This design comes from an exercise in tuning for small area and a short achievable clock period on the open sky130 flow, not from production work.
Function was not checked in any run shown here: the RTL went through the layout flow alone.
No driver is modelled on the clock port, so clocking that relies on it looks cheaper here than on a real chip.

## flow/design.v (module list and top-level ports; edited modules follow where they fit)
// module mac_top: 1537 lines
module mac_top #(
   parameter int A_WIDTH = 18,
   parameter int B_WIDTH = 18,
   parameter int P_WIDTH = 48
) (
   input  logic                      clk,
   input  logic                      rst_n,
   input  logic signed [A_WIDTH-1:0] data_a,
   input  logic signed [B_WIDTH-1:0] data_b,
   input  mac_pkg::mac_op_e          op,
   input  logic                      activate_mac,
   output logic signed [P_WIDTH-1:0] data_p,
   output logic                      p_valid
);
  // ...
==> flow/flow/run.sh <==
#!/bin/bash
# The standard layout, with these changes in how it is made:
# - Yosys's synth runs without its early ABC pass (-noabc), so the full
#   adders it extracts keep their polarity (no inverters between them);
# - the port buffers are the smallest buffer (buf_1) instead of the
#   default clkdlybuf4s50_1; every port is still buffered;
# - after CTS, flow/pq_clock_delay.tcl puts delay chains in front of the
#   result register's clock (useful skew for the register-to-register
#   multiply-add paths).
export SYNTH_ARGS="-noabc"
export BUFFER_PORTS_ARGS="-buffer_cell sky130_fd_sc_hd__buf_1"
export POST_CTS_TCL="$PWD/flow/pq_clock_delay.tcl"
export PQ_DLY_CELLS="sky130_fd_sc_hd__clkdlybuf4s50_1 sky130_fd_sc_hd__clkdlybuf4s50_1 sky130_fd_sc_hd__clkdlybuf4s25_1"
export PQ_SKIP_BITS=8
export PQ_BUF_CELL=sky130_fd_sc_hd__clkbuf_8
bash standard.sh > standard.log 2>&1
==> flow/flow/pq_clock_delay.tcl <==
# Post-CTS hook: the result register p_q gets its clock through a short
# delay chain below each clock-tree leaf that drives it, so its clock
# arrives later than the operand registers'. This is useful skew for the
# operand -> result paths (the long multiply-add paths); the result
# register's own feedback path sees about the same delay at both ends.
# The low bits (below PQ_SKIP_BITS) keep the undelayed clock.
# The later repair steps (global route) see and repair the new timing.
set block [ord::get_db_block]
set db [ord::get_db]
set chain {}
foreach c $::env(PQ_DLY_CELLS) { lappend chain [$db findMaster $c] }
lappend chain [$db findMaster $::env(PQ_BUF_CELL)]
set groups [dict create]
set n 0
foreach inst [$block getInsts] {
  if {[regexp {^p_q\\?\[([0-9]+)} [$inst getName]] && [string match sky130_fd_sc_hd__df* [[$inst getMaster] getName]]} {
    incr n
    regexp {^p_q\\?\[([0-9]+)} [$inst getName] -> bit
    # the low result bits have short paths and ample setup slack: no delay
    if {$bit < $::env(PQ_SKIP_BITS)} { continue }
    set net [[$inst findITerm CLK] getNet]
    dict lappend groups [$net getName] $inst
  }
}
if {$n != 48} { error "pq_clock_delay: expected 48 result flops, found $n" }
set g 0
dict for {netname flops} $groups {
  set net [$block findNet $netname]
  set sx 0; set sy 0
  foreach f $flops {
    set bb [$f getBBox]
    set sx [expr {$sx + [$bb xMin]}]; set sy [expr {$sy + [$bb yMin]}]
  }
  set cx [expr {int($sx / [llength $flops])}]
  set cy [expr {int($sy / [llength $flops])}]
  set prev $net
  set k 0
  foreach m $chain {
    set inst [odb::dbInst_create $block $m "pq_clkdly_${g}_$k"]
    set out [odb::dbNet_create $block "pq_clk_${g}_$k"]
    $out setSigType CLOCK
    [$inst findITerm A] connect $prev
    [$inst findITerm X] connect $out
    $inst setLocation $cx $cy
    $inst setPlacementStatus PLACED
    set prev $out
    incr k
  }
  foreach f $flops {
    set it [$f findITerm CLK]
    $it disconnect
    $it connect $prev
  }
  puts "pq_clock_delay: group $g under $netname: [llength $flops] flops"
  incr g
}
global_connect
detailed_placement
check_placement -verbose
estimate_parasitics -placement
report_clock_skew
==> flow/standard.sh <==
#!/bin/bash
# synth_recipe.tcl (not shown) runs the flow's synth.tcl, then flattens the netlist and writes it again
# the make line also repeats each setting of config.mk as NAME=value (left out here)
make -C /OpenROAD-flow-scripts/flow DESIGN_CONFIG=/design/flow/config.mk WORK_HOME=/design/flow/orfs CLKGATE_MAP_FILE= SYNTH_SCRIPT=/design/flow/synth_recipe.tcl "${@:-finish}"
==> flow/config.mk <==
export PLATFORM = sky130hd
export DESIGN_NAME = mac_top
export DESIGN_NICKNAME = mac_top
export VERILOG_FILES = /design/flow/design.v
export SDC_FILE = /design/flow/constraint.sdc
export NUM_CORES = 4
export LEC_CHECK = 0
export ABC_AREA = 1
export CAP_MARGIN = 20
export CORE_MARGIN = 2
export CORE_UTILIZATION = 40
export HOLD_SLACK_MARGIN = 0.2
export SETUP_SLACK_MARGIN = 5
export SLEW_MARGIN = 20
==> flow/constraint.sdc <==
create_clock -name core_clock -period 10.0 [get_ports {clk}]
set_input_delay 2.0000 -clock core_clock [delete_from_list [all_inputs] [get_ports {clk}]]
set_output_delay 2.0000 -clock core_clock [all_outputs]
set_load 0.01 [all_outputs]
==> reports/metrics.yaml, run 1 <==
routing:
  num_vias: 9071
  wl_met2_mm: 15.3
  wl_per_cell_um: 18.4
  drt_wl_total_mm: 31.6
finish:
  multi_input_area_um2: 8660
  multi_input_area_share: 0.615
  seq_area_um2: 2320
  largestClassByArea: "multi-input combinational cells"
timing:
  relSlewSlack: 0.364
  period_needed_ns: 4.83
  final.period_utilization: 0.483
  holdWs_ns: 0.144
  hold_violations: 0
  final.setup_skew_ns: 1.42
status:
  run_status: "no timing/DRC/antenna violations"
hold_path:
  worstHoldEndpoint: "p_q[31]$_DFF_PN0_"
  holdCritPathClass: "flip-flop to flip-flop"
floorplan:
  die_h_um: 173
worst_setup_path:
  cp.depth: 17
  crit_buf_inv: 3
global_route:
  use_met3: 0.0310
  overflow: 0
  grt_pass1_vias: 9549
  grt-busiest-layer: "met2"
  met1_usage: 0.291
yosys:
  syn_area_per_cell_um2: 9.80
  mappedNetlistArea_um2: 11400
==> inputs of run 2 (changes only) <==
--- a/flow/flow/run.sh
+++ b/flow/flow/run.sh
@@ -10,7 +10,7 @@
 export SYNTH_ARGS="-noabc"
 export BUFFER_PORTS_ARGS="-buffer_cell sky130_fd_sc_hd__buf_1"
 export POST_CTS_TCL="$PWD/flow/pq_clock_delay.tcl"
-export PQ_DLY_CELLS="sky130_fd_sc_hd__clkdlybuf4s50_1 sky130_fd_sc_hd__clkdlybuf4s50_1 sky130_fd_sc_hd__clkdlybuf4s25_1"
+export PQ_DLY_CELLS="sky130_fd_sc_hd__clkdlybuf4s50_1 sky130_fd_sc_hd__clkdlybuf4s50_1 sky130_fd_sc_hd__clkdlybuf4s50_1"
 export PQ_SKIP_BITS=8
 export PQ_BUF_CELL=sky130_fd_sc_hd__clkbuf_8
 bash standard.sh > standard.log 2>&1
--- a/flow/config.mk
+++ b/flow/config.mk
@@ -9,6 +9,5 @@
 export CAP_MARGIN = 20
 export CORE_MARGIN = 2
 export CORE_UTILIZATION = 40
-export HOLD_SLACK_MARGIN = 0.2
-export SETUP_SLACK_MARGIN = 5
+export HOLD_SLACK_MARGIN = 0.05
 export SLEW_MARGIN = 20
==> run 2 against run 1 <==
  * Setup slack worse by 0.39 ns
  * Synthesized cell count stayed put
  * Fmax is 7.4% lower
  * Clock skew is 0.24 ns higher
  * Register-to-register slack worse by 0.39 ns
  * Now fails the layout checks on negative hold slack
==> reports/metrics.yaml, run 2 <==
routing:
  drcViolationCount: 0  # unchanged
  ant_nets: 0  # unchanged
  drt_wl_total_mm: 29.6  # was 31.6 mm
  num_vias: 8644  # was 9,071
  dr.pass1.iters: 6  # was 5
  wl_per_cell_um: 18.0  # was 18.4 um
  drt_iter0_drc: 647  # was 740
  viasPerCell: 5.27  # was 5.28
floorplan:
  dieArea_um2: 29900  # unchanged
  die_w_um: 173  # unchanged
  row_count: 61  # unchanged
  fp.coreArea_um2: 27900  # unchanged
  start_util: 0.408  # unchanged
  pin_count: 90  # unchanged
  die_h_um: 173  # unchanged
finish:
  layout_common_cells: "196 x xor2_1, 172 x fa_1, 153 x o22ai_1"  # was 184 x xor2_1, 150 x fa_1, 139 x o22ai_1
  diodes: 0  # unchanged
  finalNetCount: 1543  # was 1,623
  largest_register_ffs: 48  # unchanged
  layout_commonest_cell: "xor2_1"  # unchanged
  largest-register: "p_q"  # unchanged
  seq_area_um2: 2290  # was 2320 um2
  multi_input_area_um2: 8230  # was 8660 um2
  reg_top3: "p_q x48, a_q x18"  # unchanged
  drive_above_1_share: 0.0476  # was 0.195
  fillers: 2729  # was 2,578
  area.growth.synth_to_final_pct: 12.5  # was 23.5%
worst_setup_path:
  cp_slowest_stage_delay_ns: 0.70  # was 0.56 ns
  start_kind: "flip-flop"  # unchanged
  crit_fanout: 18  # was 4
  cp-end-kind: "flip-flop"  # unchanged
  crit_required_ns: 11.80  # was 11.65 ns
  worst_path_max_delay_cell: "dlygate4sd3_1"  # was fa_1
  path_class: "flip-flop to flip-flop"  # unchanged
  arrival_ns: 7.01  # was 6.47 ns
  cpMostUsedCell: "nand2_2"  # was fa_1
timing:
  finalMaxSlewViolations: 0  # unchanged
  final.setup.tns_ns: 0  # unchanged
  setup_violations: 0  # unchanged
  final.setup_skew_ns: 1.66  # was 1.42 ns
  relSlewSlack: 0.258  # was 0.364
  max_slew.worst_pin.slew_ns: 1.11  # was 0.954 ns
  grt_setup_unrepaired: "no"  # unchanged
  hold_violations: 3  # was 0
  final.period_utilization: 0.521  # was 0.483
  holdWs_ns: -0.0391  # was 0.144 ns
  fmax_ghz: 0.192  # was 0.207 GHz
  setup_slack_ns: 4.79  # was 5.17 ns
  period_needed_ns: 5.21  # was 4.83 ns
global_route:
  antenna_found_initial: 0  # unchanged
  grt-busiest-layer: "met2"  # unchanged
  track_usage: 0.204  # was 0.218
  grt_max_degree: 70  # unchanged
  met1_usage: 0.270  # was 0.291
  overflow: 0  # unchanged
  use_met3: 0.0380  # was 0.0310
  grt_pass1_vias: 9013  # was 9,549
  grt_pass1_wl_mm: 48.1  # was 51.5 mm
  grtUsageMet2: 0.328  # was 0.366
yosys:
  ys_seq_area_frac: 0.201  # unchanged
  async_flop_share: 0.711  # unchanged
  mappedNetlistArea_um2: 11400  # unchanged
  yosysTopAreaCell: "fa_1"  # unchanged
  synth_most_common_cell: "xor2_1"  # unchanged
  synth_top_area_frac: 0.302  # unchanged
  syn_nets: 1450  # unchanged
  synth_area_leaders: "fa_1 30%, dfrtp_1 15%, xor2_1 15%, o22ai_1 8.4%, ha_1 8.1%"  # unchanged
  synthTopCellsByCount: "196 x xor2_1, 172 x fa_1, 153 x o22ai_1, 127 x inv_1, 123 x nand2_1"  # unchanged
  ys_seq_elements: 97  # unchanged
  syn_area_per_cell_um2: 9.80  # unchanged
  syn_inst: 1163  # unchanged
  ys_types: 33  # unchanged
  synthFlopType: "dfrtp_1"  # unchanged
  synth_edf_count: 0  # unchanged
  synth_warnings: 1  # unchanged
run:
  maxCapViolCount: 0  # unchanged
cts:
  cts.sinks: 97  # unchanged
  clk_latency_ns: 2.01  # was 1.77 ns
  cts_tree: "yes"  # unchanged
  clk_pin_slew_ns: 0.08  # was 0.09 ns
placed_design:
  post-dp-hpwl_mm: 21.9  # was 21.5 mm
  gp_congestion: 0.869  # was 0.897
  place_ws_ns: 3.91  # was 4.06 ns
  port_buffers: 89  # unchanged
hold_path:
  holdCritPathClass: "flip-flop to flip-flop"  # unchanged
status:
  so.violations: "negative hold slack"
  run_status: "finished with violations"  # was no timing/DRC/antenna violations
## run 2: area by class of cell, clock buffers not listed
cell class / instances / share of cell area
Buffer: 24 / 0.0205
Timing Repair Buffer: 117 / 0.0486
Sequential cell: 97 / 0.179
Clock inverter: 4 / 0.00264
Inverter: 171 / 0.0501
Tap cell: 378 / 0.0369
Multi-Input combinational cell: 836 / 0.643
## run 2: metal layers
| metal | up-vias | part of all wire |
|---|---|---|
| met4 | 0 | 0.040 |
| met2 | 333 | 0.47 |
| met3 | 64 | 0.068 |
| li1 | 3953 | - |
| met5 | - | 0 |
| met1 | 4294 | 0.42 |
## run 2: cells by family after synthesis
kind of cell,count (synthesis),share of synthesized area
adders and majority gates,246,0.383
buffers and inverters,230,0.0770
AOI/OAI and AO/OA,207,0.116
xor gates and xnor gates,204,0.157
and+or+nand+nor,179,0.0661
DFF,97,0.201
## run 2: worst max-delay path, delay by kind of cell (launching register included)
family	cells	cell delay [ns]
buf+inv	8	3.08
compound gates	2	0.45
simple gates	10	0.80
xor+xnor	1	0.18
fa+ha+maj	5	1.79
flops	1	0.33
## run 2: worst paths after layout
| kind | from | endpoint | slack (ns) | cells past startpoint |
|---|---|---|---|---|
| max | a_q[4]$_DFF_P_ | p_q[44]$_DFF_PN0_ | 4.79 | 26 |
| min | a_q[12]$_DFF_P_ | p_q[30]$_DFF_PN0_ | -0.04 | 6 |
| max reg2reg | a_q[4]$_DFF_P_ | p_q[44]$_DFF_PN0_ | 4.79 | 26 |
| min reg2reg | a_q[12]$_DFF_P_ | p_q[30]$_DFF_PN0_ | -0.04 | 6 |
| max in group asynchronous | rst_n | two_q[6]$_DFF_PN0_ | 7.24 | 4 |
| min in group asynchronous | rst_n | p_q[22]$_DFF_PN0_ | 0.56 | 3 |
## run 2: through the flow
stage	hold slack (ns)	util	area [um2]	instances
6_report	-0.0391	0.459	12800	1639
5_1_grt	0.0559	0.459	12800	1639
3_5_place_dp	0.343	0.430	12000	1576
3_3_place_gp	0.333	0.430	12000	1576
2_1_floorplan	0.331	-	11400	1163

## what the ideal ports hide
Ports are ideal in the flow. The routed layouts listed here were re-timed in OpenROAD. Step 1, drivers: a clkbuf_16 drives clk and a buf_2 each remaining input, both assumed. Step 2, shift: input delay + t, output delay - t, t = (earliest + latest rising clock arrival at the registers) / 2. This alone moves slack from input paths to output paths. a / b / c = no drivers / after step 1 / after step 2; a / b = the first two.
run	t, ns	slack for setup (ns)	hold WS [ns]	worst setup path at the end	clock arrival spread, ns	worst register clock-pin slew, ns	cell pins on the clock port's net
run 1	1.105	5.174 / 5.174 / 5.174	0.144 / 0.144 / 0.144	register to register	1.421 / 1.422	0.09 / 0.09	1
run 2	1.226	4.786 / 4.786 / 4.786	-0.039 / -0.039 / -0.039	register to register	1.664 / 1.664	0.08 / 0.08	1
Clock arrivals are far apart in run 1 and run 2, so t is only a midpoint there and step 2 fits no single register.
